Context: an optimization exercise on an open-source flow, tuned for small area. The choices shown serve that exercise and are no tape-out recipe. Only simulation tests tie the RTL to the original design; equivalence was not proved. No activity file was given, so power comes from the tool's default toggle rates. The flow treats the clock pin as an ideal source, which a real chip does not have.

--- constraint.sdc ---
create_clock -name core_clock -period 10.0 [get_ports {clk}]
set_input_delay 2.0000 -clock core_clock [delete_from_list [all_inputs] [get_ports {clk}]]
set_output_delay 2.0000 -clock core_clock [all_outputs]
set_load 0.01 [all_outputs]
--- flow/run.sh ---
#!/bin/bash
# Own layout flow: the standard layout (standard.sh), changed in two places.
#  - synthesis maps with an area-recovering ABC script (flow/abc_area.script)
#    instead of ORFS's abc_area.script, which buffers and upsizes;
#    everything else in synth_recipe.tcl is kept, so registers and names are
#    the standard synthesis's.
#  - clock tree synthesis inserts no dummy loads.
#  - the input and output port buffers are buf_1 cells.
# The make output goes to standard_flow.log, ORFS's own logs to orfs/logs.
set -euo pipefail
W=$PWD
F=$W/flow
{
	head -n 1 "$W/synth_recipe.tcl"
	echo "proc abc {args} { set i [lsearch \$args -script]; set args [lreplace \$args [expr {\$i+1}] [expr {\$i+1}] $F/abc_area.script]; yosys abc {*}\$args }"
	tail -n +2 "$W/synth_recipe.tcl"
} > "$W/own_synth.tcl"
bash "$W/standard.sh" "SYNTH_SCRIPT=$W/own_synth.tcl" \
	"CTS_ARGS=-sink_clustering_enable -repair_clock_nets -sink_clustering_size 30 -sink_clustering_max_diameter 100 -dont_use_dummy_load" \
	"BUFFER_PORTS_ARGS=-buffer_cell sky130_fd_sc_hd__buf_1" \
	finish > "$W/standard_flow.log" 2>&1
--- standard.sh ---
#!/bin/bash
# synth_recipe.tcl (not shown) runs the flow's synth.tcl, then flattens the netlist and writes it again
# the make line also repeats each setting of config.mk as NAME=value (left out here)
make -C /OpenROAD-flow-scripts/flow DESIGN_CONFIG=/design/flow/config.mk WORK_HOME=/design/flow/orfs CLKGATE_MAP_FILE= SYNTH_SCRIPT=/design/flow/synth_recipe.tcl "${@:-finish}"
--- config.mk ---
export PLATFORM = sky130hd
export DESIGN_NAME = mips_pipe_top
export DESIGN_NICKNAME = mips_pipe_top
export VERILOG_FILES = /design/flow/design.v
export SDC_FILE = /design/flow/constraint.sdc
export NUM_CORES = 4
export LEC_CHECK = 0
export ABC_AREA = 1
export CAP_MARGIN = 20
export CORE_MARGIN = 2
export CORE_UTILIZATION = 60
export CTS_CLUSTER_DIAMETER = 100
export CTS_CLUSTER_SIZE = 30
export SETUP_SLACK_MARGIN = 0.3
export SLEW_MARGIN = 20
--- flow/abc_area.script ---
strash
dch
map -a
strash
dch
map -a
topo
--- design.v ---
`timescale 1ns/1ns
`default_nettype none
module alu (
	input logic [1:0] a,
	input logic [1:0] b,
	input logic cin,
	input logic sub,
	input logic [1:0] sel,
	output logic [1:0] y,
	output logic cout,
	output logic eq,
	output logic lt
);
	localparam logic [1:0] SEL_SUM = 2'd0;
	localparam logic [1:0] SEL_AND = 2'd1;
	localparam logic [1:0] SEL_OR = 2'd2;
	logic [1:0] bb, p, g, s;
	logic [2:0] c;
	always_comb begin
		bb = sub ? ~b : b;
		p = a ^ bb;
		g = a & bb;
		c[0] = cin;
		for (int i = 0; i < 2; i++) begin
			c[i+1] = g[i] | (p[i] & c[i]);
		end
		s = p ^ c[1:0];
		cout = c[2];
		eq = &p;
		lt = p[1] ^ c[2];
		case (sel)
			SEL_SUM: y = s;
			SEL_AND: y = a & b;
			SEL_OR: y = a | b;
			default: y = 2'b00;
		endcase
	end
endmodule
`default_nettype wire
`timescale 1ns/1ns
`default_nettype none
module reg_file (
	input logic clk,
	input logic clr,
	input logic [4:0] ra,
	input logic we,
	input logic [4:0] wa,
	input logic [1:0] wd,
	output logic [1:0] rd
);
	logic [31:0] ring [1:31];
	logic [1:0] head [0:31];
	assign head[0] = 2'b00;
	genvar r, j;
	generate
		for (r = 1; r < 32; r++) begin : g_reg
			logic wr;
			assign wr = clr | (we && (wa == r));
			for (j = 0; j < 2; j++) begin : g_lane
				assign head[r][j] = ring[r][j*16];
				always_ff @(posedge clk) begin
					ring[r][j*16+15] <= wr ? (wd[j] & ~clr) : ring[r][j*16];
					ring[r][j*16+14:j*16] <= ring[r][j*16+15:j*16+1];
				end
			end
		end
	endgenerate
	assign rd = head[ra];
endmodule
`default_nettype wire
`timescale 1ns/1ns
`default_nettype none
module instr_decode (
	input logic [31:0] instr,
	output logic [2:0] cls
);
	localparam logic [5:0] OP_RTYPE = 6'h00;
	localparam logic [5:0] OP_BEQ = 6'h04;
	localparam logic [5:0] OP_ADDI = 6'h08;
	localparam logic [5:0] FN_ADD = 6'h20;
	localparam logic [5:0] FN_SUB = 6'h22;
	localparam logic [5:0] FN_AND = 6'h24;
	localparam logic [5:0] FN_OR = 6'h25;
	localparam logic [5:0] FN_SLT = 6'h2a;
	always_comb begin
		cls = 3'd0;
		case (instr[31:26])
			OP_RTYPE: begin
				case (instr[5:0])
					FN_ADD: cls = 3'd1;
					FN_SUB: cls = 3'd3;
					FN_AND: cls = 3'd4;
					FN_OR: cls = 3'd5;
					FN_SLT: cls = 3'd6;
					default: cls = 3'd0;
				endcase
			end
			OP_ADDI: cls = 3'd2;
			OP_BEQ: cls = 3'd7;
			default: cls = 3'd0;
		endcase
	end
endmodule
`default_nettype wire
`timescale 1ns/1ns
`default_nettype none
module mips_pipe_top (
	input logic clk,
	input logic arst_n,
	input logic instr_req,
	input logic [31:0] instr,
	output logic instr_ack,
	output logic br_valid,
	output logic br_taken,
	output logic wb_valid,
	output logic [4:0] wb_reg,
	output logic [31:0] wb_data
);
	localparam logic [2:0] C_NONE = 3'd0;
	localparam logic [2:0] C_ADD = 3'd1;
	localparam logic [2:0] C_ADDI = 3'd2;
	localparam logic [2:0] C_SUB = 3'd3;
	localparam logic [2:0] C_AND = 3'd4;
	localparam logic [2:0] C_OR = 3'd5;
	localparam logic [2:0] C_SLT = 3'd6;
	localparam logic [2:0] C_BEQ = 3'd7;
	logic [3:0] ph;
	logic clr, t1, t2, fix, lt_q, cy_q, eq_q, sgn;
	logic [28:0] res_hi;
	logic [2:0] res_lo;
	logic [31:0] res_q;
	assign res_q = {res_hi, res_lo};
	logic [4:0] fix_dst;
	logic [2:0] cls_in, cls;
	logic [4:0] rs, rt, dst;
	logic last, take, run, is_addi, writes, sub;
	logic [1:0] sel;
	logic [4:0] ra, wa;
	logic [1:0] rdp, a2, y2, wd, in2;
	logic cin, cout, eq2, lt2;
	instr_decode u_dec (.instr(instr), .cls(cls_in));
	assign last = (ph == 4'd15);
	assign take = last && instr_req && !instr_ack;
	always_ff @(posedge clk) begin
		if (take) begin
			cls <= cls_in;
			rs <= instr[25:21];
			rt <= instr[20:16];
			dst <= (instr[31:26] == 6'h08) ? instr[20:16] : instr[15:11];
			sgn <= instr[15];
		end
	end
	assign is_addi = (cls == C_ADDI);
	assign writes = (cls != C_NONE) && (cls != C_BEQ);
	assign sub = (cls == C_SUB) || (cls == C_SLT) || (cls == C_BEQ);
	always_comb begin
		case (cls)
			C_AND: sel = 2'd1;
			C_OR: sel = 2'd2;
			C_SLT: sel = 2'd3;
			default: sel = 2'd0;
		endcase
	end
	assign run = t2;
	assign ra = (t1 || is_addi) ? rs : rt;
	assign wa = fix ? fix_dst : dst;
	reg_file u_rf (
		.clk(clk), .clr(clr), .ra(ra), .we((run && writes) || fix), .wa(wa), .wd(wd), .rd(rdp)
	);
	logic [1:0] rdf;
	assign rdf = {rdp[1], rdp[0] | (fix && lt_q && (ra == fix_dst))};
	assign a2 = (is_addi && ph[3]) ? {2{sgn}} : res_q[1:0];
	assign cin = (ph == 4'd0) ? sub : cy_q;
	alu u_alu (
		.a(a2), .b(rdf), .cin(cin), .sub(sub), .sel(sel),
		.y(y2), .cout(cout), .eq(eq2), .lt(lt2)
	);
	assign wd = fix ? {1'b0, lt_q} : y2;
	assign in2 = t2 ? y2 : (is_addi ? res_q[1:0] : rdf);
	always_ff @(posedge clk or negedge arst_n) begin
		if (!arst_n) begin
			ph <= 4'd0;
			clr <= 1'b1;
			t1 <= 1'b0;
			t2 <= 1'b0;
			fix <= 1'b0;
			instr_ack <= 1'b0;
		end else begin
			ph <= ph + 4'd1;
			if (last) begin
				clr <= 1'b0;
			end
			if (last) begin
				t1 <= take;
				t2 <= t1;
			end
			fix <= last && t2 && (cls == C_SLT) && (dst != 5'd0);
			if (take || (last && !instr_req)) begin
				instr_ack <= take;
			end
		end
	end
	always_ff @(posedge clk) begin
		res_hi[28:13] <= {in2, res_q[31:18]};
		{res_hi[12:0], res_lo} <= take ? instr[15:0] : res_q[17:2];
		fix_dst <= dst;
		cy_q <= cout;
		lt_q <= lt2;
		eq_q <= ((ph == 4'd0) || eq_q) && eq2;
	end
	assign wb_valid = last && run && writes && (dst != 5'd0);
	assign wb_reg = dst;
	assign wb_data = {y2, res_hi, res_lo[2] | ((cls == C_SLT) && lt2)};
	assign br_valid = last && t2 && (cls == C_BEQ);
	assign br_taken = eq_q && eq2;
endmodule
`default_nettype wire
==> results_dict.tcl, run 1 <==
set metrics [dict create \
    outcome "no timing/DRC/antenna violations" \
    wl_per_cell_um 17.1 \
    final-setup-viol-count 0 \
    cts.path.max_buffers 3 \
    root_buffer "clkbuf_16" \
    tritoncts "yes" \
    ys_seq_area_share_pct 89.9 \
    yosysTopAreaCellShare_pct 86.5 \
    core-area_um2 39500 \
    fmax_ghz 0.124 \
    track_usage_pct 18.9 \
    antenna_found_initial 0 \
    drc 0 \
    ios 76 \
    ir_drop_v 0.000205 \
    drt_iter0_drc 672 \
    syn_inst 1564 \
    hpwl_um 24200 \
    synth_seq_cells 1060 \
    synth_edf_count 19 \
    antenna_cells 0 \
    min_path_type "reg2reg" \
    yosysUniqueCellTypes 29 \
    hold_buffers 0 \
    cts_max_level 2 \
    grt_pass1_vias 10087 \
    cellLeakagePower_nw 10.1 \
    fin_crit_ns 8.09 \
    yosysWarningCount 6 \
    syn-num-nets 1606 \
    rsz0062_at_grt "false" \
    num-nets-final 1729 \
    placementRows 73 \
    cts_num_sinks 1060 \
    cts_buffers 41 \
    synth-async-reset-ratio_pct 0.849 \
    avgSynthCellArea_um2 15.3 \
    die_h_um 203 \
    netlist_area_um2 23900 \
    synth_area_leader_cell "dfxtp_1" \
    drive_above_1_share_pct 3.56 \
    netlist_top_cells_area "dfxtp_1 (87%), edfxtp_1 (2.4%), nand2_1 (2.3%)" \
    p_per_area_nw_per_um2 237 \
    crit_path_end_kind "primary output" \
    clock_latency_ns 0.56 \
    ys.flop_type "dfxtp_1" \
    start_kind "flip-flop" \
    syn_to_final_growth_pct 8.44 \
    critPathRequiredTime_ns 8.00 \
    gp_congestion 0.848 \
    grt-ovfl-total 0 \
    maxSlewViolCount 0 \
    antenna_left 0 \
    grt_max_degree 44 \
    finalHoldViolCount 0 \
    path_class "reg2out" \
    die_w_um 203 \
    fill_cells 2816 \
    io_buffer_count 75 \
    drt_first_pass_iters 4 \
    floorplan.initialDensity_pct 60.5 \
    die_area_um2 41400 \
    final_util_pct 65.6 \
    post-cts-setup-buffers 0 \
    finalCritPeriodShare_pct 80.9 \
    vias 10166 \
    synthTopCellsByCount "dfxtp_1 (1032), nand2_1 (147), o21ai_0 (77)" \
    vias_per_cell 4.60 \
    crit_fanout 8 \
    crit_arrival_ns 6.09 \
    wl_um 37800 \
    tns_ns 0 \
    max_cap_violations 0 \
    clk_pin_slew_ns 0.11 \
    cts_resized 0 \
    slew-limit-headroom_pct 34.4 \
    placed_area_um2 24900 \
    synth_most_common_cell "dfxtp_1" \
    stdcell_area_um2 25900 \
    grt_pass1_wl_um 57600 \
    tightestPinTransition_ns 0.980 \
    fin_skew_ns 0.0426 \
]
-- power by group --
group          total [mW]  internal, mW  leakage (nW)  switching (mW)
clock                1.86         0.743         0.505            1.12
sequential           4.24          4.24          8.59         0.00350
combinational      0.0455        0.0128         0.999          0.0328
total                6.15          4.99          10.1            1.16
-- path summary, 6_finish.rpt --
| path | from | endpoint | slack (ns) | depth (start not counted) |
|---|---|---|---|---|
| setup reg to reg | cls[0]$_DFFE_PP_ | u_rf.ring[2][31]$_DFF_P_ | 3.62 | 24 |
| min in group asynchronous | arst_n | fix$_DFF_PN0_ | 1.37 | 1 |
| setup / recovery | cls[0]$_DFFE_PP_ | wb_data[31] | 1.91 | 22 |
| hold reg to reg | u_rf.ring[11][12]$_DFF_P_ | u_rf.ring[11][11]$_DFF_P_ | 0.28 | 0 |
| max in group asynchronous | arst_n | t2$_DFFE_PN0N_ | 8.23 | 1 |
| hold / removal | u_rf.ring[11][12]$_DFF_P_ | u_rf.ring[11][11]$_DFF_P_ | 0.28 | 0 |
-- sequential cells by signal (all words and copies together) (netlist names), 3 cells and up --
signal	count
rt	5
ph	4
rs	5
dst	5
res_lo	3
cls	3
u_rf.ring	992
res_hi	29
fix_dst	5
-- stage by stage --
step	setup slack (ns)	hold WS [ns]	std cells	power [mW]
after detailed placement	2.57	0.312	2169	4.38
after global routing	1.37	0.281	2210	6.36
final	1.91	0.284	2210	6.15
after CTS	1.92	0.285	2210	6.21
after global placement	2.68	0.309	2169	4.38
after floorplan	3.88	0.310	1564	4.36
-- routing by layer --
| metal | vias up | track usage [%] | routed length, um |
|---|---|---|---|
| met3 | 64 | 3.08 | 1250 |
| met5 | - | 0 | 0 |
| met1 | 4796 | 26.4 | 18400 |
| met2 | 121 | 30.3 | 17200 |
| met4 | 0 | 6.20 | 983 |
| li1 | 5185 | - | - |
-- logic make-up after synthesis --
kind of cell | count (synthesis) | share of synthesized area, %
DFF | 1060 | 89.9
adders and majority gates | 7 | 0.461
xor gates and xnor gates | 7 | 0.257
buffers and inverters | 69 | 1.08
AOI/OAI and AO/OA | 147 | 3.49
and+or+nand+nor | 270 | 4.64
muxes | 4 | 0.189
-- cell usage in the layout, fill, tap and decap left out, drive strengths merged, types with 2 or more instances in the layout --
| cell | n |
|---|---|
| a22o | 2 |
| xor2 | 4 |
| o221ai | 2 |
| a32o | 2 |
| edfxtp | 19 |
| ha | 4 |
| nand4 | 6 |
| clkinv | 69 |
| buf | 80 |
| a21oi | 38 |
| a22oi | 16 |
| o2111ai | 4 |
| o22ai | 2 |
| nor2 | 62 |
| dfrtp | 8 |
| mux2 | 4 |
| dfxtp | 1032 |
| nor4 | 3 |
| or2 | 5 |
| o21ai | 77 |
| fa | 3 |
| clkbuf | 41 |
| nand3 | 38 |
| xnor2 | 3 |
| nor3 | 9 |
| nand2 | 147 |
-- critical path, stage by stage, from the launching register on --
cell      delay, ns
edfxtp_1       0.44
nor2_1         0.09
nand2_1        0.15
clkinv_1       0.13
nor2_1         0.30
clkinv_1       0.20
or2_2          0.30
o21ai_0        0.22
clkinv_1       0.17
nor2_1         0.57
clkinv_1       0.26
nor2_1         0.48
a22oi_1        0.13
o211ai_1       0.20
a21oi_1        0.06
nand4_1        0.29
xor2_1         0.16
fa_1           0.41
clkinv_1       0.08
fa_1           0.42
a22oi_1        0.19
nand2_1        0.11
buf_1          0.14
-- layout make-up --
class / instances / area [um^2] / share of cell area, %
multi-input combinational: 435 / 2170 / 8.38
inverter: 69 / 259 / 1.00
tap: 525 / 657 / 2.54
clock buffer: 41 / 1030 / 3.96
timing repair buffer: 80 / 319 / 1.23
sequential: 1060 / 21500 / 82.9
==> run 2, diff against run 1 <==
--- a/design.v
+++ b/design.v
@@ -125,7 +125,7 @@
 	localparam logic [2:0] C_SLT = 3'd6;
 	localparam logic [2:0] C_BEQ = 3'd7;
 	logic [3:0] ph;
-	logic clr, t1, t2, fix, lt_q, cy_q, eq_q, sgn;
+	logic clr, t1, t2, fix, lt_q, cy_q, eq_q;
 	logic [28:0] res_hi;
 	logic [2:0] res_lo;
 	logic [31:0] res_q;
@@ -145,9 +145,8 @@
 		if (take) begin
 			cls <= cls_in;
 			rs <= instr[25:21];
-			rt <= instr[20:16];
-			dst <= (instr[31:26] == 6'h08) ? instr[20:16] : instr[15:11];
-			sgn <= instr[15];
+			rt <= {instr[20:17], (cls_in == C_ADDI) ? instr[15] : instr[16]};
+			dst <= (cls_in == C_ADDI) ? instr[20:16] : instr[15:11];
 		end
 	end
 	assign is_addi = (cls == C_ADDI);
@@ -163,13 +162,13 @@
 	end
 	assign run = t2;
 	assign ra = (t1 || is_addi) ? rs : rt;
-	assign wa = fix ? fix_dst : dst;
+	assign wa = fix_dst;
 	reg_file u_rf (
 		.clk(clk), .clr(clr), .ra(ra), .we((run && writes) || fix), .wa(wa), .wd(wd), .rd(rdp)
 	);
 	logic [1:0] rdf;
 	assign rdf = {rdp[1], rdp[0] | (fix && lt_q && (ra == fix_dst))};
-	assign a2 = (is_addi && ph[3]) ? {2{sgn}} : res_q[1:0];
+	assign a2 = (is_addi && ph[3]) ? {2{rt[0]}} : res_q[1:0];
 	assign cin = (ph == 4'd0) ? sub : cy_q;
 	alu u_alu (
 		.a(a2), .b(rdf), .cin(cin), .sub(sub), .sel(sel),
--- a/flow/run.sh
+++ b/flow/run.sh
@@ -16,6 +16,6 @@
 	tail -n +2 "$W/synth_recipe.tcl"
 } > "$W/own_synth.tcl"
 bash "$W/standard.sh" "SYNTH_SCRIPT=$W/own_synth.tcl" \
-	"CTS_ARGS=-sink_clustering_enable -repair_clock_nets -sink_clustering_size 30 -sink_clustering_max_diameter 100 -dont_use_dummy_load" \
+	"CTS_ARGS=-sink_clustering_enable -repair_clock_nets -sink_clustering_size 34 -sink_clustering_max_diameter 80 -dont_use_dummy_load" \
 	"BUFFER_PORTS_ARGS=-buffer_cell sky130_fd_sc_hd__buf_1" \
 	finish > "$W/standard_flow.log" 2>&1
--- a/config.mk
+++ b/config.mk
@@ -8,8 +8,8 @@
 export ABC_AREA = 1
 export CAP_MARGIN = 20
 export CORE_MARGIN = 2
-export CORE_UTILIZATION = 60
-export CTS_CLUSTER_DIAMETER = 100
-export CTS_CLUSTER_SIZE = 30
+export CORE_UTILIZATION = 80
+export CTS_CLUSTER_DIAMETER = 80
+export CTS_CLUSTER_SIZE = 34
 export SETUP_SLACK_MARGIN = 0.3
 export SLEW_MARGIN = 20
==> run 2 against run 1 <==
Against the previous run: the flow now stops in clock tree synthesis (4_1_cts); area after synthesis is 0.59% lower; synthesized cell count is 1.8% lower.
==> results_dict.tcl, run 2 <==
set metrics [dict create \
    ys.flop_type "dfxtp_1" \
    yosysUniqueCellTypes 32 \
    ios 76 \
    outcome "did not finish" \
    yosysWarningCount 6 \
    hpwl_um 31700 \
    die_h_um 176 \
    synth_seq_cells 1059 \
    stop_stage "clock tree synthesis (4_1_cts)" \
    cts_resized 0 \
    ys_seq_area_share_pct 90.3 \
    io_buffer_count 75 \
    synthTopCellsByCount "dfxtp_1 (1032), nand2_1 (134), o21ai_0 (76)" \
    avgSynthCellArea_um2 15.5 \
    place_inst 2007 \
    cts_buffers 37 \
    synth_area_leader_cell "dfxtp_1" \
    post-cts-setup-buffers 0 \
    yosysTopAreaCellShare_pct 87.1 \
    synth_most_common_cell "dfxtp_1" \
    floorplan.initialDensity_pct 80.7 \
    error_message "[ERROR DPL-0033] detailed placement checks failed during check placement." \
    netlist_top_cells_area "dfxtp_1 (87%), edfxtp_1 (2.3%), nand2_1 (2.1%)" \
    pre_cts_ws_ns 2.63 \
    placementRows 63 \
    gp_congestion 0.872 \
    die_w_um 176 \
    placed_area_um2 24600 \
    syn-num-nets 1578 \
    cts.path.max_buffers 3 \
    cts_num_sinks 1059 \
    synth-async-reset-ratio_pct 0.850 \
    cts_max_level 2 \
    synth_edf_count 18 \
    hold_buffers 0 \
    root_buffer "clkbuf_16" \
    netlist_area_um2 23700 \
    syn_inst 1536 \
]
[run 2: worst max path at each step]
stage          cells past startpoint          end        startpoint  slack (ns)
3_3_place_gp                      19  wb_data[31]  cls[0]$_DFFE_PP_        3.10
2_1_floorplan                     17  wb_data[31]  cls[0]$_DFFE_PP_        3.75
3_5_place_dp                      19  wb_data[31]  cls[0]$_DFFE_PP_        2.63
[run 2: cells by family after synthesis]
group | after synthesis | synth area share [%]
flip-flops | 1059 | 90.3
buffers and inverters | 57 | 0.902
multiplexers | 4 | 0.190
adder cells (fa/ha/maj) | 7 | 0.464
AND/OR/NAND/NOR | 242 | 4.13
XOR/XNOR | 6 | 0.221
AO/OA/AOI/OAI | 161 | 3.81
[run 2: power groups by stage]
stage	Clock, mW	Combinational, mW	Sequential [mW]
after global placement	0	0.0616	4.34
after floorplan	0	0.0302	4.34
after detailed placement	0	0.0669	4.34
==> run 3, diff against run 2 <==
--- a/config.mk
+++ b/config.mk
@@ -8,7 +8,7 @@
 export ABC_AREA = 1
 export CAP_MARGIN = 20
 export CORE_MARGIN = 2
-export CORE_UTILIZATION = 80
+export CORE_UTILIZATION = 70
 export CTS_CLUSTER_DIAMETER = 80
 export CTS_CLUSTER_SIZE = 34
 export SETUP_SLACK_MARGIN = 0.3
==> run 3 against run 2 <==
Against the previous run: now clean on timing, DRC and antenna; area after synthesis stayed put; synthesized cell count stayed put.
==> results_dict.tcl, run 3 <==
set metrics [dict create \
    outcome "no timing/DRC/antenna violations" \
    cts_max_level 2 \
    synth_area_leader_cell "dfxtp_1" \
    num-nets-final 1699 \
    vias 10548 \
    hpwl_um 26700 \
    min_path_type "reg2reg" \
    track_usage_pct 24.4 \
    regToRegSetupSlack_ns 4.08 \
    swShare_pct 19.2 \
    tightestPinTransition_ns 1.04 \
    avgSynthCellArea_um2 15.5 \
    placementRows 67 \
    synth_most_common_cell "dfxtp_1" \
    clockPowerShare_pct 29.4 \
    clock_latency_ns 0.57 \
    antenna_cells 0 \
    die_h_um 188 \
    yosysWarningCount 6 \
    die_area_um2 35400 \
    synth_edf_count 18 \
    drive_above_1_share_pct 3.32 \
    drt_iter0_drc 725 \
    ios 76 \
    ys.flop_type "dfxtp_1" \
    cellLeakagePower_nw 9.96 \
    final-setup-viol-count 0 \
    rr_startpoint "cls[0]$_DFFE_PP_" \
    final-seq-area_um2 21400 \
    tns_ns 0 \
    grt-ovfl-total 0 \
    final_util_pct 76.4 \
    synth-async-reset-ratio_pct 0.850 \
    grt_max_degree 42 \
    wl_um 42400 \
    post-cts-setup-buffers 0 \
    finalCritPeriodShare_pct 76.5 \
    cpPeakStageDelay_ns 0.62 \
    pwr-share-comb_pct 1.1 \
    cp_slowest_cell "nor2_1" \
    rsz0062_at_grt "false" \
    vias_per_cell 5.02 \
    layout_commonest_cell "dfxtp_1" \
    holdPathStages 0 \
    antenna_found_initial 0 \
    syn_inst 1536 \
    syn-num-nets 1578 \
    yosysTopAreaCellShare_pct 87.1 \
    tritoncts "yes" \
    slew-limit-headroom_pct 30.4 \
    largest_reg_flops 992 \
    rr_worst_depth 21 \
    synthTopCellsByCount "dfxtp_1 (1032), nand2_1 (134), o21ai_0 (76)" \
    max_cap_violations 0 \
    clk_pin_slew_ns 0.11 \
    critPathRequiredTime_ns 8.00 \
    antenna_left 0 \
    root_buffer "clkbuf_16" \
    syn_to_final_growth_pct 7.72 \
    cts.path.max_buffers 3 \
    ir_drop_v 0.000202 \
    maxSlewViolCount 0 \
    holdPathEnd "u_rf.ring[2][8]$_DFF_P_" \
    fmax_ghz 0.131 \
    synth_seq_cells 1059 \
    grt_pass1_vias 11142 \
    fin_crit_ns 7.65 \
    largestRegisters "u_rf.ring x992, res_hi x29" \
    gp_congestion 0.879 \
    wl_per_cell_um 20.2 \
    crit_arrival_ns 5.65 \
    internal_power_mw 4.93 \
    cts_buffers 37 \
    switchingPower_mw 1.17 \
    r2r_end "u_rf.ring[1][31]$_DFF_P_" \
    p_per_area_nw_per_um2 239 \
    path_buf_inv 5 \
    cpLargestDelayFamily "simple AND/OR/NAND/NOR gates" \
    start_kind "flip-flop" \
    netlist_area_um2 23700 \
    cts_num_sinks 1059 \
    crit_path_end_kind "primary output" \
    final_cell_mix "dfxtp_1 (1032), nand2_1 (134), o21ai_0 (76)" \
    core-area_um2 33400 \
    yosysUniqueCellTypes 32 \
    fin_skew_ns 0.0821 \
    path_cells "nor2_1 > nand2_1 > clkinv_1 > nor2_1 > o21ai_0 > clkinv_1 > nor2_1 > clkinv_1 > nor2_1 > nand2_1 > a21oi_1 > nor4_1 > nand3_1 > xor2_1 > fa_1 > clkinv_1 > fa_1 > o221ai_1 > buf_1" \
    drt_first_pass_iters 5 \
    fill_cells 1785 \
    floorplan.initialDensity_pct 71.0 \
    io_buffer_count 75 \
    finalHoldViolCount 0 \
    cts_resized 0 \
    ys_seq_area_share_pct 90.3 \
    die_w_um 188 \
    multi_input_area_um2 2100 \
    netlist_top_cells_area "dfxtp_1 (87%), edfxtp_1 (2.3%), nand2_1 (2.1%)" \
    drc 0 \
    regMostFlops "u_rf.ring" \
    hold_buffers 0 \
    seqPwrFrac_pct 69.5 \
    path_class "reg2out" \
    grt_pass1_wl_um 64300 \
    crit_fanout 8 \
    hold_start "u_rf.ring[2][9]$_DFF_P_" \
]
[run 3: cell counts after synthesis]
Identical to the previous run, type by type.
[run 3: kinds of logic (layout without fill, tap and decap cells)]
kind of cell	after synthesis	in the layout	share of synthesized area, %
mux	4	4	0.190
flops	1059	1059	90.3
compound gates	161	161	3.81
simple gates	242	242	4.13
xor+xnor	6	6	0.221
buf+inv	57	176	0.902
fa+ha+maj	7	7	0.464
[run 3: worst register-to-register path: cells and delay by family (launching register included)]
family | cells | cell delay [ns]
adder cells (fa/ha/maj) | 2 | 0.82
AO/OA/AOI/OAI | 4 | 1.52
AND/OR/NAND/NOR | 9 | 2.06
XOR/XNOR | 1 | 0.15
buffers and inverters | 5 | 0.76
flip-flops | 1 | 0.48
[run 3: how the worst max path moves through the flow]
stage | start | endpoint | slack, ns | cells past startpoint
3_5_place_dp | cls[0]$_DFFE_PP_ | wb_data[31] | 3.01 | 19
3_3_place_gp | cls[0]$_DFFE_PP_ | wb_data[31] | 3.14 | 20
4_1_cts | cls[0]$_DFFE_PP_ | wb_data[31] | 2.41 | 19
6_report | cls[0]$_DFFE_PP_ | wb_data[31] | 2.35 | 19
5_1_grt | cls[0]$_DFFE_PP_ | wb_data[31] | 1.74 | 19
2_1_floorplan | cls[0]$_DFFE_PP_ | wb_data[31] | 3.75 | 17
[run 3: power groups by stage]
stage | Sequential, mW | Clock (mW) | Combinational, mW
final | 4.24 | 1.80 | 0.0658
after global placement | 4.34 | 0 | 0.0626
after global routing | 4.24 | 1.95 | 0.0710
after CTS | 4.24 | 1.82 | 0.0648
after floorplan | 4.34 | 0 | 0.0302
after detailed placement | 4.34 | 0 | 0.0639
[run 3: per-layer routing]
metal / vias up / share of wire, % / global-route usage, %
li1: 5117 / - / -
met1: 5057 / 44 / 32.2
met2: 290 / 49 / 42.4
met3: 84 / 4.0 / 3.35
met4: 0 / 2.9 / 7.21
met5: - / 0 / 0
[run 3: final cells by class]
class                      instances  area share [%]
sequential                      1059            83.8
multi-input combinational        420            8.23
clock buffer                      37            3.62
tap                              448            2.19
timing repair buffer              82            1.31
inverter                          57           0.837
[run 3: metrics by stage]
step,setup slack (ns),cells,hold WS [ns],instance area (um^2),power [mW]
finish,2.35,2103,0.275,25600,6.10
global route,1.74,2103,0.264,25600,6.26
CTS,2.41,2103,0.273,25600,6.12
detailed placement,3.01,2066,0.312,24600,4.40
global placement,3.14,2066,0.309,24600,4.40
floorplan,3.75,1536,0.310,23700,4.37
==> run 4, diff against run 3 <==
--- a/design.v
+++ b/design.v
@@ -49,23 +49,34 @@
 	output logic [1:0] rd
 );
 	logic [31:0] ring [1:31];
-	logic [1:0] head [0:31];
-	assign head[0] = 2'b00;
+	logic [31:1] rsel, wsel;
+	logic [1:0] wdc;
+	logic [3:0] rhi, whi;
+	logic [7:0] rlo, wlo;
+	assign rhi = 4'b0001 << ra[4:3];
+	assign rlo = 8'b00000001 << ra[2:0];
+	assign whi = {4{we}} & (4'b0001 << wa[4:3]);
+	assign wlo = 8'b00000001 << wa[2:0];
+	assign wdc = wd & {2{~clr}};
 	genvar r, j;
 	generate
 		for (r = 1; r < 32; r++) begin : g_reg
-			logic wr;
-			assign wr = clr | (we && (wa == r));
+			assign rsel[r] = rhi[r / 8] & rlo[r % 8];
+			assign wsel[r] = clr | (whi[r / 8] & wlo[r % 8]);
 			for (j = 0; j < 2; j++) begin : g_lane
-				assign head[r][j] = ring[r][j*16];
 				always_ff @(posedge clk) begin
-					ring[r][j*16+15] <= wr ? (wd[j] & ~clr) : ring[r][j*16];
+					ring[r][j*16+15] <= (wdc[j] & wsel[r]) | (ring[r][j*16] & ~wsel[r]);
 					ring[r][j*16+14:j*16] <= ring[r][j*16+15:j*16+1];
 				end
 			end
 		end
 	endgenerate
-	assign rd = head[ra];
+	always_comb begin
+		rd = 2'b00;
+		for (int i = 1; i < 32; i++) begin
+			rd = rd | ({ring[i][16], ring[i][0]} & {2{rsel[i]}});
+		end
+	end
 endmodule
 `default_nettype wire
 `timescale 1ns/1ns
==> run 4 against run 3 <==
Against the previous run: critical endpoint unchanged; clock skew decreased by 0.014 ns; die area down 0.12%; non-clock buffer count is 4 lower; synthesized cell count fell by 0.39%; hold slack improved by 0.017 ns; global-route usage fell by 0.19 points; clock power barely moved; cell area is 0.19% lower; highest routed layer unchanged; total power down 0.37%; largest power group unchanged; setup slack lost 0.26 ns.
==> results_dict.tcl, run 4 <==
set metrics [dict create \
    tightestPinTransition_ns 1.19 \
    syn_inst 1530 \
    track_usage_pct 24.2 \
    outcome "no timing/DRC/antenna violations" \
    tns_ns 0 \
    synth_edf_count 18 \
    start_kind "flip-flop" \
    grt-ovfl-total 0 \
    floorplan.initialDensity_pct 70.9 \
    clock_latency_ns 0.57 \
    wl_um 42300 \
    clk_pin_slew_ns 0.12 \
    cts_resized 0 \
    cts.path.max_buffers 3 \
    cts_num_sinks 1059 \
    path_class "reg2out" \
    drive_above_1_share_pct 3.22 \
    synthTopCellsByCount "dfxtp_1 (1032), nand2_1 (142), o21ai_0 (74)" \
    drt_iter0_drc 676 \
    syn-num-nets 1572 \
    final_cell_mix "dfxtp_1 (1032), nand2_1 (142), buf_1 (75)" \
    fill_cells 1811 \
    p_per_area_nw_per_um2 238 \
    drt_first_pass_iters 5 \
    ys_seq_area_share_pct 90.4 \
    holdPathEnd "u_rf.ring[27][5]$_DFF_P_" \
    die_h_um 188 \
    synth_most_common_cell "dfxtp_1" \
    cts_max_level 2 \
    slew-limit-headroom_pct 20.6 \
    synth-async-reset-ratio_pct 0.850 \
    min_path_type "reg2reg" \
    regMostFlops "u_rf.ring" \
    yosysUniqueCellTypes 34 \
    ir_drop_v 0.000221 \
    fin_crit_ns 7.91 \
    gr-usage-met2_pct 40.7 \
    vias_per_cell 5.00 \
    drc 0 \
    max_cap_violations 0 \
    io_buffer_count 75 \
    grt_use_met1_pct 32.6 \
    avgSynthCellArea_um2 15.5 \
    ys.flop_type "dfxtp_1" \
    antenna_left 0 \
    hold_start "u_rf.ring[27][6]$_DFF_P_" \
    synth_area_leader_cell "dfxtp_1" \
    cellLeakagePower_nw 9.94 \
    tritoncts "yes" \
    die_w_um 188 \
    num-nets-final 1689 \
    rr_startpoint "cls[2]$_DFFE_PP_" \
    hold_buffers 0 \
    netlist_area_um2 23700 \
    critPathRequiredTime_ns 8.00 \
    finalCritPeriodShare_pct 79.1 \
    grt_pass1_vias 10878 \
    gp_congestion 0.889 \
    synth_seq_cells 1059 \
    antenna_found_initial 0 \
    largest_reg_flops 992 \
    final-setup-viol-count 0 \
    rsz0062_at_grt "false" \
    rr_worst_depth 22 \
    regToRegSetupSlack_ns 3.60 \
    post-cts-setup-buffers 0 \
    globalRoute.busiestLayer "met2" \
    layout_commonest_cell "dfxtp_1" \
    hpwl_um 26900 \
    ios 76 \
    grt_max_degree 40 \
    syn_to_final_growth_pct 7.65 \
    wl_per_cell_um 20.2 \
    holdPathStages 0 \
    cts_buffers 37 \
    crit_fanout 10 \
    core-area_um2 33400 \
    crit_arrival_ns 5.91 \
    vias 10472 \
    placementRows 67 \
    root_buffer "clkbuf_16" \
    die_area_um2 35300 \
    grt_pass1_wl_um 63500 \
    maxSlewViolCount 0 \
    netlist_top_cells_area "dfxtp_1 (87%), edfxtp_1 (2.3%), nand2_1 (2.2%)" \
    yosysTopAreaCellShare_pct 87.2 \
    final_util_pct 76.3 \
    yosysWarningCount 5 \
    r2r_end "u_rf.ring[3][15]$_DFF_P_" \
    largestRegisters "u_rf.ring x992, res_hi x29" \
    fin_skew_ns 0.0682 \
    antenna_cells 0 \
    fmax_ghz 0.126 \
    met3_usage_pct 3.69 \
    crit_path_end_kind "primary output" \
    finalHoldViolCount 0 \
]
run 4: cells by family after synthesis:
| kind of cell | Yosys count | synth area share, % |
|---|---|---|
| flops | 1059 | 90.4 |
| simple gates | 250 | 4.25 |
| buf+inv | 50 | 0.792 |
| fa+ha+maj | 7 | 0.465 |
| mux | 4 | 0.190 |
| compound gates | 156 | 3.76 |
| xor+xnor | 4 | 0.148 |
run 4: worst max-delay path by stage:
stage / startpoint / end / slack, ns / cells past startpoint
after floorplan: cls[2]$_DFFE_PP_ / wb_data[31] / 3.72 / 20
after global placement: cls[2]$_DFFE_PP_ / wb_data[31] / 2.77 / 21
after detailed placement: cls[2]$_DFFE_PP_ / wb_data[31] / 2.64 / 21
after CTS: cls[2]$_DFFE_PP_ / wb_data[31] / 2.07 / 21
after global routing: cls[2]$_DFFE_PP_ / wb_data[31] / 1.48 / 21
final: cls[2]$_DFFE_PP_ / wb_data[31] / 2.09 / 21
run 4: stage by stage:
| step | power [mW] | area, um^2 | hold WS, ns | cells | setup WS (ns) |
|---|---|---|---|---|---|
| 2_1_floorplan | 4.35 | 23700 | 0.310 | 1530 | 3.72 |
| 3_3_place_gp | 4.38 | 24600 | 0.309 | 2056 | 2.77 |
| 3_5_place_dp | 4.38 | 24600 | 0.312 | 2056 | 2.64 |
| 4_1_cts | 6.10 | 25500 | 0.301 | 2093 | 2.07 |
| 5_1_grt | 6.24 | 25500 | 0.303 | 2093 | 1.48 |
| 6_report | 6.08 | 25500 | 0.292 | 2093 | 2.09 |
run 4: final cells by class:
cell class	count	area (um^2)	area share, %
clock buffers	37	926	3.63
inverters	50	188	0.736
repair buffers	78	304	1.19
multi-input cells	421	2110	8.28
well taps	448	561	2.20
flip-flops and latches	1059	21400	84.0
run 4: critical path: stages (launching register included):
cell	delay, ns
edfxtp_1	0.46
nor2_1	0.27
nand2_1	0.15
clkinv_1	0.10
nor2_1	0.12
o21ai_0	0.55
clkinv_1	0.34
nand2_1	0.23
nor2_1	0.09
a22o_2	0.26
a211oi_1	0.17
nand4_1	0.13
a21oi_1	0.19
o311ai_0	0.17
a221oi_1	0.26
nand4_1	0.31
xor2_1	0.26
fa_1	0.47
fa_1	0.44
a22oi_1	0.18
nand2_1	0.11
buf_1	0.15
run 4: layer usage:
layer	wire [um]	vias to the layer above
met2	20200	298
met1	18800	5008
met4	1350	0
li1	-	5080
met5	0	-
met3	1910	86
run 4: where the power goes:
group / total, mW / internal [mW] / switching [mW]
logic: 0.0470 / 0.0126 / 0.0345
clock network: 1.80 / 0.676 / 1.12
registers: 4.24 / 4.23 / 0.00431
==> run 5, diff against run 4 <==
==> flow/abc_area.script (replaced) <==
strash
dch -f
map -a
strash
dch -f
map -a
strash
dch -f
map -a
topo
==> run 5 against run 4 <==
Against the previous run: sequential share of layout area rose by 0.078 points; synthesized cell count fell by 0.33%; still clean; area after synthesis barely moved; cell area barely moved; hold slack got worse by 0.067 ns; non-clock buffer count did not move; clock power barely moved; clock-buffer cell count did not move; first-iteration DRC count rose by 1.9%; via count rose by 1.7%; sequential power barely moved; global-route usage rose by 1.2 points.
==> results_dict.tcl, run 5 <==
set metrics [dict create \
    outcome "no timing/DRC/antenna violations" \
    crit_fanout 10 \
    synth_seq_cells 1059 \
    rsz0062_at_grt "false" \
    wl_per_cell_um 21.1 \
    synth-async-reset-ratio_pct 0.850 \
    grt_max_degree 41 \
    synthTopCellsByCount "dfxtp_1 (1032), nand2_1 (139), o21ai_0 (77)" \
    cellLeakagePower_nw 9.94 \
    tns_ns 0 \
    finalPower_mw 6.09 \
    core-area_um2 33400 \
    maxSlewViolCount 0 \
    clk_pin_slew_ns 0.12 \
    clock_latency_ns 0.57 \
    layout_commonest_cell "dfxtp_1" \
    largest_reg_flops 992 \
    antenna_cells 0 \
    p_per_area_nw_per_um2 239 \
    synth_edf_count 18 \
    wl_um 44100 \
    cts_buffers 37 \
    cts_num_sinks 1059 \
    crit_path_end_kind "primary output" \
    yosys.area_share.simple_pct 4.17 \
    cts.path.max_buffers 3 \
    dr_wl_met2_um 21200 \
    fin_skew_ns 0.104 \
    fmax_ghz 0.130 \
    regMostFlops "u_rf.ring" \
    placementRows 67 \
    synth-xor-area-share_pct 0.148 \
    die_h_um 188 \
    grt-ovfl-total 0 \
    min_path_type "reg2reg" \
    drive_above_1_share_pct 3.11 \
    slew-limit-headroom_pct 25.0 \
    io_buffer_count 75 \
    syn_inst 1525 \
    yosysTopAreaCellShare_pct 87.2 \
    yosysUniqueCellTypes 28 \
    synthMuxAreaShare_pct 0.190 \
    netlist_top_cells_area "dfxtp_1 (87%), edfxtp_1 (2.3%), nand2_1 (2.2%)" \
    vias 10648 \
    synth_top_family_by_area "simple AND/OR/NAND/NOR gates" \
    synth_area_leader_cell "dfxtp_1" \
    final-setup-viol-count 0 \
    cts_max_level 2 \
    ir_drop_v 0.000254 \
    routed-wl-met3_um 1890 \
    track_usage_pct 25.4 \
    hold_buffers 0 \
    drt_first_pass_iters 6 \
    route.top_layer_used "met4" \
    num-nets-final 1684 \
    path_class "reg2out" \
    ios 76 \
    met1Wirelength_um 19200 \
    syn-num-nets 1567 \
    floorplan.initialDensity_pct 70.8 \
    gp_congestion 0.842 \
    synth_adder_area_share_pct 0.465 \
    avgSynthCellArea_um2 15.5 \
    die_area_um2 35300 \
    cts_resized 0 \
    fin_crit_ns 7.71 \
    rr_worst_depth 18 \
    ys_seq_area_share_pct 90.4 \
    tritoncts "yes" \
    yosysWarningCount 5 \
    drt_iter0_drc 689 \
    syn_to_final_growth_pct 7.60 \
    ys.flop_type "dfxtp_1" \
    tightestPinTransition_ns 1.12 \
    antenna_left 0 \
    fill_cells 1769 \
    max_cap_violations 0 \
    finalCritPeriodShare_pct 77.1 \
    grt_pass1_vias 11294 \
    crit_arrival_ns 5.71 \
    netlist_area_um2 23700 \
    post-cts-setup-buffers 0 \
    start_kind "flip-flop" \
    root_buffer "clkbuf_16" \
    critPathRequiredTime_ns 8.00 \
    synth_compound_area_share_pct 3.86 \
    antenna_found_initial 1 \
    holdPathStages 0 \
    finalHoldViolCount 0 \
    largestRegisters "u_rf.ring x992, res_hi x29" \
    drc 0 \
    synth_most_common_cell "dfxtp_1" \
    hpwl_um 27300 \
    die_w_um 188 \
    grt_pass1_wl_um 66300 \
    vias_per_cell 5.10 \
    final_cell_mix "dfxtp_1 (1032), nand2_1 (139), o21ai_0 (76)" \
]
==> run 5: cell count changes after synthesis, sizes merged, moves of 3 or more <==
cell	change
a221oi	-3
nand2	-3
a2111oi	+3
o21ai	+3
a22oi	+6
nor2	-4
clkinv	-4
==> run 5: area by class of cell <==
type / count / area [um^2] / share of cell area [%]
Sequential cell: 1059 / 21400 / 84.0
Clock buffer: 37 / 926 / 3.63
Timing Repair Buffer: 78 / 304 / 1.19
Inverter: 46 / 173 / 0.677
Multi-Input combinational cell: 420 / 2100 / 8.25
Tap cell: 448 / 561 / 2.20
==> run 5: metrics by stage <==
step	setup slack [ns]	area [um^2]	hold WS (ns)	cells	util, %
2_1_floorplan	4.05	23700	0.310	1525	-
3_3_place_gp	2.83	24600	0.310	2051	73.4
3_5_place_dp	2.90	24600	0.312	2051	73.4
4_1_cts	2.29	25500	0.221	2088	76.2
5_1_grt	1.76	25500	0.219	2088	76.2
6_report	2.29	25500	0.225	2088	76.2
==> run 5: cell families (layout without fill, tap and decap cells) <==
kind of cell | count (synthesis) | count (layout)
DFF | 1059 | 1059
adders and majority gates | 7 | 7
muxes | 4 | 4
AOI/OAI and AO/OA | 160 | 160
and+or+nand+nor | 245 | 245
xor gates and xnor gates | 4 | 4
buffers and inverters | 46 | 161
==> run 5: per-layer routing <==
metal	vias up	GRT usage (%)
li1	5078	-
met1	5140	33.1
met2	319	43.3
met3	111	3.56
met4	0	10.2
met5	-	0
==> run 5: worst max-delay path, cell delays in order, from the launching register on <==
cell       delay, ns
edfxtp_1        0.44
nor2_1          0.24
nand2_1         0.15
clkinv_1        0.10
nor2_1          0.13
o21ai_0         0.64
clkinv_1        0.28
nand2_1         0.25
nor2_1          0.09
a22o_2          0.29
a2111oi_0       0.61
nand3_1         0.36
xor2_1          0.26
fa_1            0.47
fa_1            0.46
a22oi_1         0.17
nand2_1         0.11
buf_1           0.14
==> run 5: report_power, final <==
group	total, mW	switching (mW)	internal (mW)
Sequential	4.24	0.00429	4.23
Combinational	0.0428	0.0314	0.0114
Clock	1.81	1.13	0.676
Total	6.09	1.17	4.92
==> run 5: path summary, 6_finish.rpt <==
| path | to | slack (ns) | from |
|---|---|---|---|
| worst max-delay path | wb_data[31] | 2.29 | cls[2]$_DFFE_PP_ |
| worst min-delay path | u_rf.ring[15][16]$_DFF_P_ | 0.23 | u_rf.ring[15][17]$_DFF_P_ |
| worst max register to register | u_rf.ring[24][15]$_DFF_P_ | 3.79 | cls[2]$_DFFE_PP_ |
| worst min register to register | u_rf.ring[15][16]$_DFF_P_ | 0.23 | u_rf.ring[15][17]$_DFF_P_ |
| max in group asynchronous | ph[0]$_DFF_PN0_ | 8.24 | arst_n |
| min in group asynchronous | ph[2]$_DFF_PN0_ | 1.39 | arst_n |
==> run 6, diff against run 5 <==
--- a/design.v
+++ b/design.v
@@ -21,9 +21,8 @@
 		p = a ^ bb;
 		g = a & bb;
 		c[0] = cin;
-		for (int i = 0; i < 2; i++) begin
-			c[i+1] = g[i] | (p[i] & c[i]);
-		end
+		c[1] = g[0] | (p[0] & c[0]);
+		c[2] = g[1] | (p[1] & c[1]);
 		s = p ^ c[1:0];
 		cout = c[2];
 		eq = &p;
==> run 6 against run 5 <==
Against the previous run: setup slack unchanged; still clean; hold slack unchanged; sequential power about the same; cell area unchanged; final cell count unchanged; synthesized cell count unchanged; critical path depth unchanged.
==> results_dict.tcl, run 6 <==
set metrics [dict create \
    layout_commonest_cell "dfxtp_1" \
    synth_area_leader_cell "dfxtp_1" \
    min_path_type "reg2reg" \
    die_area_um2 35300 \
    cts_buffers 37 \
    p_per_area_nw_per_um2 239 \
    yosysUniqueCellTypes 28 \
    vias_per_cell 5.10 \
    clk_pin_slew_ns 0.12 \
    core-area_um2 33400 \
    rr_startpoint "cls[2]$_DFFE_PP_" \
    largestRegisters "u_rf.ring x992, res_hi x29" \
    cpPeakStageDelay_ns 0.64 \
    drive_above_1_share_pct 3.11 \
    netlist_top_cells_area "dfxtp_1 (87%), edfxtp_1 (2.3%), nand2_1 (2.2%)" \
    crit_path_end_kind "primary output" \
    antenna_cells 0 \
    regMostFlops "u_rf.ring" \
    grt_pass1_wl_um 66300 \
    multi_input_area_um2 2100 \
    die_w_um 188 \
    placementRows 67 \
    netlist_area_um2 23700 \
    final-setup-viol-count 0 \
    cellLeakagePower_nw 9.94 \
    rsz0062_at_grt "false" \
    critPathRequiredTime_ns 8.00 \
    num-nets-final 1684 \
    max_cap_violations 0 \
    wl_per_cell_um 21.1 \
    slew-limit-headroom_pct 25.0 \
    fin_ws_ns 2.29 \
    outcome "no timing/DRC/antenna violations" \
    floorplan.initialDensity_pct 70.8 \
    start_kind "flip-flop" \
    synth_edf_count 18 \
    drt_iter0_drc 689 \
    crit_arrival_ns 5.71 \
    layout.cells.non_filler 2088 \
    cts_num_sinks 1059 \
    hold_start "u_rf.ring[15][17]$_DFF_P_" \
    synth_seq_cells 1059 \
    yosysTopAreaCellShare_pct 87.2 \
    placed_area_um2 24600 \
    grt_pass1_vias 11294 \
    fmax_ghz 0.130 \
    synth_most_common_cell "dfxtp_1" \
    tns_ns 0 \
    synth-async-reset-ratio_pct 0.850 \
    yosysWarningCount 5 \
    vias 10648 \
    wl_um 44100 \
    track_usage_pct 25.4 \
    ys_seq_area_share_pct 90.4 \
    die_h_um 188 \
    path_buf_inv 3 \
    place_inst 2051 \
    cts_resized 0 \
    gp_congestion 0.842 \
    final_cell_mix "dfxtp_1 (1032), nand2_1 (139), o21ai_0 (76)" \
    syn_to_final_growth_pct 7.60 \
    drc 0 \
    synthTopCellsByCount "dfxtp_1 (1032), nand2_1 (139), o21ai_0 (77)" \
    avgSynthCellArea_um2 15.5 \
    path_cells "nor2_1 > nand2_1 > clkinv_1 > nor2_1 > o21ai_0 > clkinv_1 > nand2_1 > nor2_1 > a22o_2 > a2111oi_0 > nand3_1 > xor2_1 > fa_1 > fa_1 > a22oi_1 > nand2_1 > buf_1" \
    largest_reg_flops 992 \
    crit_start "cls[2]$_DFFE_PP_" \
    stdcell_area_um2 25500 \
    drt_first_pass_iters 6 \
    root_buffer "clkbuf_16" \
    antenna_found_initial 1 \
    post-cts-setup-buffers 0 \
    maxSlewViolCount 0 \
    tightestPinTransition_ns 1.12 \
    ios 76 \
    crit_fanout 10 \
    grt_max_degree 41 \
    clock_latency_ns 0.57 \
    path_class "reg2out" \
    ys.flop_type "dfxtp_1" \
    cts_max_level 2 \
    finalPower_mw 6.09 \
    grt-ovfl-total 0 \
    finalHoldViolCount 0 \
    antenna_left 0 \
    fill_cells 1769 \
    finalCritPeriodShare_pct 77.1 \
    syn-num-nets 1567 \
    cpLargestDelayFamily "compound AO/OA/AOI/OAI gates" \
    tritoncts "yes" \
    cts.path.max_buffers 3 \
    cp_slowest_cell "o21ai_0" \
    hold_buffers 0 \
    fin_skew_ns 0.104 \
    hpwl_um 27300 \
    pre_cts_ws_ns 2.90 \
    io_buffer_count 75 \
    final-seq-area_um2 21400 \
    syn_inst 1525 \
    fin_crit_ns 7.71 \
    ir_drop_v 0.000254 \
]
-- run 6: metal layers --
layer  GRT usage [%]  routed length [um]  vias to the layer above
met2            43.3               21200                      319
met3            3.56                1890                      111
li1                -                   -                     5078
met5               0                   0                        -
met4            10.2                1870                        0
met1            33.1               19200                     5140
-- run 6: worst paths after layout --
check	to	slack [ns]	cells after the start
max reg2reg	u_rf.ring[24][15]$_DFF_P_	3.79	18
max in group asynchronous	ph[0]$_DFF_PN0_	8.24	1
max	wb_data[31]	2.29	17
min	u_rf.ring[15][16]$_DFF_P_	0.23	0
min reg2reg	u_rf.ring[15][16]$_DFF_P_	0.23	0
min in group asynchronous	ph[2]$_DFF_PN0_	1.39	1
-- run 6: cell families after synthesis --
logic type	synth area share, %
DFF	90.4
muxes	0.190
and+or+nand+nor	4.17
xor gates and xnor gates	0.148
buffers and inverters	0.729
AOI/OAI and AO/OA	3.86
adders and majority gates	0.465
-- run 6: layout make-up --
type	count	share of cell area, %
Sequential cell	1059	84.0
Inverter	46	0.677
Clock buffer	37	3.63
Timing Repair Buffer	78	1.19
Multi-Input combinational cell	420	8.25
Tap cell	448	2.20
-- run 6: power breakdown --
part | switching (mW) | total (mW) | leakage, nW | internal [mW]
registers | 0.00429 | 4.24 | 8.58 | 4.23
clock network | 1.13 | 1.81 | 0.456 | 0.676
logic | 0.0314 | 0.0428 | 0.902 | 0.0114
-- run 6: stage by stage --
stage	util [%]	hold slack, ns
after floorplan	-	0.310
after global placement	73.4	0.310
after detailed placement	73.4	0.312
after CTS	76.2	0.221
after global routing	76.2	0.219
final	76.2	0.225
-- run 6: worst register-to-register path: stages (launching register included) --
cell and delay, ns:
edfxtp_1 0.44, nor2_1 0.24, nand2_1 0.15, clkinv_1 0.10
nor2_1 0.13, o21ai_0 0.64, clkinv_1 0.28, nand2_1 0.25
nor2_1 0.09, a22o_2 0.29, a2111oi_0 0.61, nand3_1 0.36
xor2_1 0.32, fa_1 0.47, a22oi_1 0.25, a21oi_1 0.12
o21ai_2 0.70, buf_4 0.36, o21ai_0 0.27

[separate check: timing with driven ports]
In the flow no input, the clock included, has a driving cell. The finished layouts below were timed again as built, in two steps.
Step 1, drivers: a clkbuf_16 drives clk and a buf_2 each remaining input, both assumed.
Step 2 also shifts input and output timing later by t, the mid clock arrival at the registers, as if the neighbouring blocks saw the same clock.
a / b / c = ideal ports / drivers / drivers and shift; a / b = the first two.
run | t (ns) | slack for setup (ns) | worst slew at a driven data input, ns
run 1 | 0.612 | 1.915 / 1.858 / 2.470 | 0.06
run 3 | 0.579 | 2.355 / 2.301 / 2.880 | 0.05
run 4 | 0.591 | 2.091 / 2.038 / 2.629 | 0.05
run 5 | 0.577 | 2.292 / 2.236 / 2.813 | 0.05
run 6 | 0.577 | 2.292 / 2.236 / 2.813 | 0.05
After both steps every run listed still meets setup and hold.
